What follows belongs to an exercise in optimizing a design on an open flow for small area, a short achievable clock period and few clock cycles per item; a production flow would make more cautious choices.
Only simulation tests tie the RTL to the original design; equivalence was not proved.
Power figures rest on the tool's default switching activity, not on a simulated workload.

<file path="design/flow/design.v">
`default_nettype none
package cpu_pkg;
   localparam int DATA_W     = 16;
   localparam int REG_ADDR_W = 4;
   localparam int NUM_REGS   = 16;
endpackage
`default_nettype wire
`timescale 1ns/1ps
`default_nettype none
module cpu_top
(
   input  wire         CLK,
   input  wire         rst,
   input  wire         in_valid,
   input  wire  [15:0] in_instr,
   output logic        credit_return,
   output logic        result_valid,
   output logic [3:0]  result_reg,
   output logic [15:0] result
);
   logic [3:0]  op, rd, fx, rs;
   logic [7:0]  imm;
   assign op  = in_instr[15:12];
   assign rd  = in_instr[11:8];
   assign fx  = in_instr[7:4];
   assign rs  = in_instr[3:0];
   assign imm = in_instr[7:0];
   logic d_ok, d_arith, d_sub, d_and, d_or, d_xor, d_pass, d_shift, d_use_rs;
   logic [15:0] d_imm;
   always_comb
   begin
      d_ok     = 1'b1;
      d_arith  = 1'b0;
      d_sub    = 1'b0;
      d_and    = 1'b0;
      d_or     = 1'b0;
      d_xor    = 1'b0;
      d_pass   = 1'b0;
      d_shift  = 1'b0;
      d_use_rs = 1'b0;
      d_imm    = {{8{imm[7]}}, imm};
      case (op)
         4'h0:
         begin
            d_use_rs = 1'b1;
            case (fx)
               4'h5: d_arith = 1'b1;
               4'h9: begin d_arith = 1'b1; d_sub = 1'b1; end
               4'h1: d_and  = 1'b1;
               4'h2: d_or   = 1'b1;
               4'h3: d_xor  = 1'b1;
               4'hd: d_pass = 1'b1;
               default: d_ok = 1'b0;
            endcase
         end
         4'h5: d_arith = 1'b1;
         4'h9: begin d_arith = 1'b1; d_sub = 1'b1; end
         4'h1: begin d_and  = 1'b1; d_imm = {8'h00, imm}; end
         4'h2: begin d_or   = 1'b1; d_imm = {8'h00, imm}; end
         4'h3: begin d_xor  = 1'b1; d_imm = {8'h00, imm}; end
         4'hd: begin d_pass = 1'b1; d_imm = {8'h00, imm}; end
         4'hf: begin d_pass = 1'b1; d_imm = {imm, 8'h00}; end
         4'h8:
         begin
            d_shift = 1'b1;
            case (fx)
               4'h4: d_use_rs = 1'b1;
               4'h0, 4'h1: ;
               default: d_ok = 1'b0;
            endcase
         end
         default: d_ok = 1'b0;
      endcase
   end
   logic        e_valid;
   logic        e_arith, e_sub, e_kg, e_kp, e_pass, e_shift;
   logic [3:0]  e_dest;
   logic [15:0] e_a;
   logic [15:0] e_b;                   
   logic [15:0] sum, alu_rest, alu;
   logic [15:0] regs [0:15];
   logic        fwd_ea, fwd_eb, fwd_wa, fwd_wb;
   logic [15:0] rf_a, rf_b, rd_a, rd_b, b_other;
   logic [15:0] sub_mask;
   assign fwd_ea = e_valid && (e_dest == rd);
   assign fwd_eb = e_valid && (e_dest == rs);
   assign fwd_wa = result_valid && (result_reg == rd);
   assign fwd_wb = result_valid && (result_reg == rs);
   always_comb
   begin
      rf_a = '0;
      rf_b = '0;
      for (int i = 0; i < 16; i++)
      begin
         rf_a = rf_a | ({16{rd == i}} & regs[i]);
         rf_b = rf_b | ({16{rs == i}} & regs[i]);
      end
   end
   assign rd_a     = fwd_wa ? result : rf_a;
   assign rd_b     = fwd_wb ? result : rf_b;
   assign sub_mask = {16{d_sub}};
   assign b_other  = (d_use_rs ? rd_b : d_imm) ^ sub_mask;
   always_ff @(posedge CLK)
   begin
      if (!rst)
      begin
         credit_return <= 1'b0;
         e_valid       <= 1'b0;
      end
      else
      begin
         credit_return <= in_valid;
         e_valid       <= in_valid && d_ok;
      end
   end
   always_ff @(posedge CLK)
   begin
      e_arith <= d_arith;
      e_sub   <= d_sub;
      e_kg    <= d_and | d_or;   
      e_kp    <= d_xor | d_or;
      e_pass  <= d_pass;
      e_shift <= d_shift;
      e_dest  <= rd;
      e_a     <= fwd_ea ? alu : rd_a;
      e_b     <= (d_use_rs && fwd_eb) ? (alu ^ sub_mask) : b_other;
   end
   logic [16:0] sum_x;
   logic [15:0] sh;
   assign sum_x = {e_a, 1'b1} + {e_b, e_sub};
   assign sum   = sum_x[16:1];
   logic [15:0] a_rev, sl, sl_rev;
   always_comb
      for (int i = 0; i < 16; i++)
         a_rev[i] = e_a[15 - i];
   assign sl = (e_b[4] ? a_rev : e_a) << e_b[3:0];
   always_comb
      for (int i = 0; i < 16; i++)
         sl_rev[i] = sl[15 - i];
   assign sh = e_b[4] ? sl_rev : sl;
   assign alu_rest = ({16{e_kg}}    & (e_a & e_b))
                   | ({16{e_kp}}    & (e_a ^ e_b))
                   | ({16{e_pass}}  & e_b)
                   | ({16{e_shift}} & sh);
   assign alu      = ({16{e_arith}} & sum) | alu_rest;
   always_ff @(posedge CLK)
   begin
      if (!rst)
      begin
         result_valid <= 1'b0;
      end
      else
      begin
         result_valid <= e_valid;
      end
   end
   logic [15:0] wr_data;
   logic [15:0] wr_en;
   assign wr_data = result & {16{rst}};
   always_comb
      for (int i = 0; i < 16; i++)
         wr_en[i] = !rst || (result_valid && result_reg == i);
   always_ff @(posedge CLK)
   begin
      for (int i = 0; i < 16; i++)
         if (wr_en[i])
            regs[i] <= wr_data;
   end
   always_ff @(posedge CLK)
   begin
      result_reg <= e_dest;
      result     <= alu;
   end
endmodule
`default_nettype wire
</file>
<file path="design/flow/flow/run.sh">
#!/bin/bash
# Standard layout, but with a smaller setup margin for the repair after
# global routing: the margin set in config.mk drives synthesis-to-CTS repair,
# GRT_SETUP_MARGIN drives the post-global-route repair.
set -euo pipefail
GRT_SETUP_MARGIN=$(cat flow/grt_margin.txt)
bash standard.sh synth floorplan place cts > stage1_to_cts.log 2>&1
sed -E "s/SETUP_SLACK_MARGIN=[0-9.]+/SETUP_SLACK_MARGIN=${GRT_SETUP_MARGIN}/" standard.sh > standard_grt.sh
bash standard_grt.sh finish > stage2_grt_to_finish.log 2>&1
</file>
<file path="design/flow/flow/grt_margin.txt">
1.9
</file>
<file path="design/flow/standard.sh">
#!/bin/bash
# synth_recipe.tcl (not shown) runs the flow's synth.tcl, then flattens the netlist and writes it again
# the make line also repeats each setting of config.mk as NAME=value (left out here)
make -C /OpenROAD-flow-scripts/flow DESIGN_CONFIG=/design/flow/config.mk WORK_HOME=/design/flow/orfs CLKGATE_MAP_FILE= SYNTH_SCRIPT=/design/flow/synth_recipe.tcl "${@:-finish}"
</file>
<file path="design/flow/config.mk">
export PLATFORM = sky130hd
export DESIGN_NAME = cpu_top
export DESIGN_NICKNAME = cpu_top
export VERILOG_FILES = /design/flow/design.v
export SDC_FILE = /design/flow/constraint.sdc
export NUM_CORES = 4
export LEC_CHECK = 0
export ABC_AREA = 1
export CAP_MARGIN = 20
export CORE_MARGIN = 2
export CORE_UTILIZATION = 55
export SETUP_SLACK_MARGIN = 2.0
export SLEW_MARGIN = 20
export TNS_END_PERCENT = 100
</file>
<file path="design/flow/constraint.sdc">
create_clock -name core_clock -period 4.0 [get_ports {CLK}]
set_input_delay 0.8000 -clock core_clock [delete_from_list [all_inputs] [get_ports {CLK}]]
set_output_delay 0.8000 -clock core_clock [all_outputs]
set_load 0.01 [all_outputs]
</file>
==> flow_summary.yaml <==
sta:
  slew_headroom_pct: 29.1
  finalWorstSetupSlack_ps: 1880
  fin_crit_ps: 2120
  fmax_mhz: 471
  fin_worst_skew_ps: 25.8
  finalSetupViolations: 0
  setup_tns_ps: 0
  rsz0062_at_grt: "true"
  worst_pin_slew_ps: 1060
  drv_slew: 0
  min_period_over_period_pct: 53.1
  holdWs_ps: 348
  hold_viol_final: 0
setup_path:
  required_ps: 4410
  cp-end-kind: "flop"
  cpMostUsedCell: "nand2_2"
  crit_arrival_ps: 2530
  critPathLaunchType: "input pin"
  cpLargestDelayFamily: "simple AND/OR/NAND/NOR gates"
  slowest_delay_ps: 330
  critical_path.max_fanout: 8
  path_class: "in -> reg"
  cp_slowest_cell: "nor4_1"
  critPathBufInv: 3
  worstPathCellList: "clkbuf_4 -> nand2_2 -> inv_2 -> nand2_2 -> buf_4 -> o22ai_1 -> nor4_1 -> and3_1 -> o21ai_1"
detailed_routing:
  wl_microns: 72100
  viasPerCell: 6.71
  avgRoutedWirePerCell_microns: 28.4
  drtIter0Drc: 3252
  dr_wl_met3_microns: 10100
  top_layer: "met5"
  num_vias: 17000
  dr.pass1.iters: 9
  wl_met1_microns: 24700
  drtAntennaViolNets: 0
  met2_length_microns: 30600
  drcViolationCount: 0
synthesis:
  ys_seq_area_share_pct: 52.9
  yosysTopAreaCell: "edfxtp_1"
  ys_warn_count: 2
  netlist_instances: 1962
  synth_edf_count: 256
  synthesis.nets: 1998
  async_flop_share_pct: 0
  synth_flop_cell: "edfxtp_1"
  synth_top_area_share_pct: 45.2
  ys_seq_elements: 321
  netlist_area_sq_um: 17000
  synth.area.top_cells: "edfxtp_1 (45%), nand2_1 (7.8%), dfxtp_1 (7.7%)"
  ys_types: 50
  avgSynthCellArea_sq_um: 8.66
cells_and_area:
  nets: 2148
  areaGrowthSynthToFinish_pct: 24.8
  final_common_cell: "nand2_1"
  final_util_pct: 69.5
  fillers: 2406
  final_cell_count_no_fill: 2535
  final_cell_mix: "nand2_1 (314), edfxtp_1 (256), inv_1 (251)"
  largest_register_ffs: 256
  drive_gt1_share_pct: 22.2
clock_network:
  cts_sinks: 321
  htreeDepth: 2
  path_clk_slew_ps: 60
  insertion_delay_ps: 530
  hold_buffers: 0
  clock_path_buffers: 3
  cts_made_buffers: 35
  cts_root_buf: "clkbuf_16"
  cts_tree: "done"
power:
  switching_power_w: 0.00292
  ir_worst_vdd_mv: 0.470
  p_per_area_nw_per_um2: 447
  combPwrFrac_pct: 20.5
  p_seq_share_pct: 45.3
  swShare_pct: 30.8
  p_leak_nw: 8.84
  p_int_w: 0.00656
  clkPwrFrac_pct: 34.2
hold_path:
  hold_class: "reg -> reg"
global_route:
  antenna_found_initial: 4
  grt-ovfl-total: 0
  grt_pass1_wl_microns: 103000
  grt_pass1_vias: 15900
  grt_max_degree: 33
  grt_usage_pct: 43.4
die:
  rows: 64
  core_region_area_sq_um: 30500
  die_area_sq_um: 32300
  ios: 41
  die_w_microns: 180
  initial_core_util_pct: 55.7
  die_height_microns: 180
placement:
  hpwlAfterDp_microns: 46500
  pre_cts_ws_ps: 497
  placedCellCount: 2395
  portBuffers: 40
  gp_congestion: 1.02
run_status:
  status: "timing/DRC/antenna clean"
job:
  max-cap-violations: 0
==> synth_stat cells, types with 14 or more instances <==
cell type / count
clkbuf_1: 19
o22ai_1: 149
dfxtp_1: 65
nand4_1: 22
ha_1: 16
inv_1: 271
a22o_1: 14
nand3_1: 253
a21oi_1: 69
edfxtp_1: 256
a221oi_1: 18
o21ai_0: 118
buf_2: 41
o21ai_1: 23
nand2_1: 354
nor2_1: 147
==> area by class of cell <==
class,count,area [sq um],area share [%]
Inverter,284,1150,5.41
Clock buffer,42,902,4.25
Timing Repair Buffer,194,1900,8.98
Multi-Input combinational cell,1276,7470,35.2
Antenna cell,1,2.50,0.0118
Sequential cell,321,9060,42.7
Tap cell,396,495,2.34
Clock inverter,21,228,1.07
==> power by group through the flow <==
stage,clock (W),sequential [W],combinational [W]
after floorplan,0,0.00421,0.00102
after global placement,0,0.00431,0.00158
after detailed placement,0,0.00432,0.00159
after CTS,0.00323,0.00427,0.00177
after global routing,0.00337,0.00431,0.00207
final,0.00324,0.00430,0.00194
==> timing repair <==
| item | 4_1_cts | 5_1_grt |
|---|---|---|
| gates resized for setup | 315 | 89 |
| pin swaps | 35 | 37 |
| endpoints found under the setup margin | 257 | 30 |
| buffers inserted | 59 | 14 |
| cloned | 2 | 1 |
| endpoints found under the hold margin | 0 | 0 |
==> path summary, 6_finish.rpt <==
| kind | start | endpoint | slack (ps) | cells past startpoint |
|---|---|---|---|---|
| hold / removal | e_dest[0]$_DFF_P_ | result_reg[0]$_DFF_P_ | 350 | 0 |
| setup / recovery | in_instr[10] | e_a[9]$_DFF_P_ | 1880 | 9 |
| hold reg to reg | e_dest[0]$_DFF_P_ | result_reg[0]$_DFF_P_ | 350 | 0 |
| setup reg to reg | result_reg[1]$_DFF_P_ | regs[8][15]$_DFFE_PP_ | 1920 | 4 |
==> worst reg2reg max path, cell delays in order (launching register included) <==
cell and delay [ps]:
dfxtp_4 370, buf_12 130, clkinvlp_4 110, nand3_1 200, o21ai_4 870
==> layer usage <==
layer | vias to the layer above | GRT usage [%]
met5 | - | 0
met4 | 4 | 30.5
met3 | 424 | 12.6
met2 | 1496 | 64.8
met1 | 7892 | 54.4
li1 | 7189 | -
==> logic make-up after synthesis <==
logic type      share of synthesized area (%)
compound gates                           15.0
xor+xnor                                0.309
fa+ha+maj                                1.30
buf+inv                                  9.02
simple gates                             21.5
flops                                    52.9
==> per-stage QoR <==
stage / power [W] / cell area, sq um
after floorplan: 0.00522 / 17200
after global placement: 0.00589 / 18300
after detailed placement: 0.00591 / 18300
after CTS: 0.00927 / 20700
after global routing: 0.00975 / 21200
final: 0.00948 / 21200
Testbench counts, summed over its fixed seeds: cycles 24,016, items 24,000.

==> what the ideal ports hide <==
The results above use ideal ports. As a check the final layout listed here was re-extracted and re-timed, cells and wires unchanged. Step 1, drivers: a clkbuf_16 drives CLK and a buf_2 each remaining input, both assumed. Step 2 times the ports against the registers' clock, not the clock port: input delays grow and output delays shrink by t, the midpoint of the rising clock arrivals with the driver on. Slacks: no drivers / after step 1 / after step 2; pairs: no drivers / after step 1.
t, ns: 0.577
slack for setup (ns): 1.876 / 1.910 / 1.334
clock arrival spread, ns: 0.031 / 0.031
slew at the worst register clock pin (ns): 0.07 / 0.07
worst slew at a driven data input, ns: 0.04
After both steps setup and hold are still met in this run. For this run, drivers alone change the setup slack by +0.034 ns; drivers and shift together by -0.542 ns.
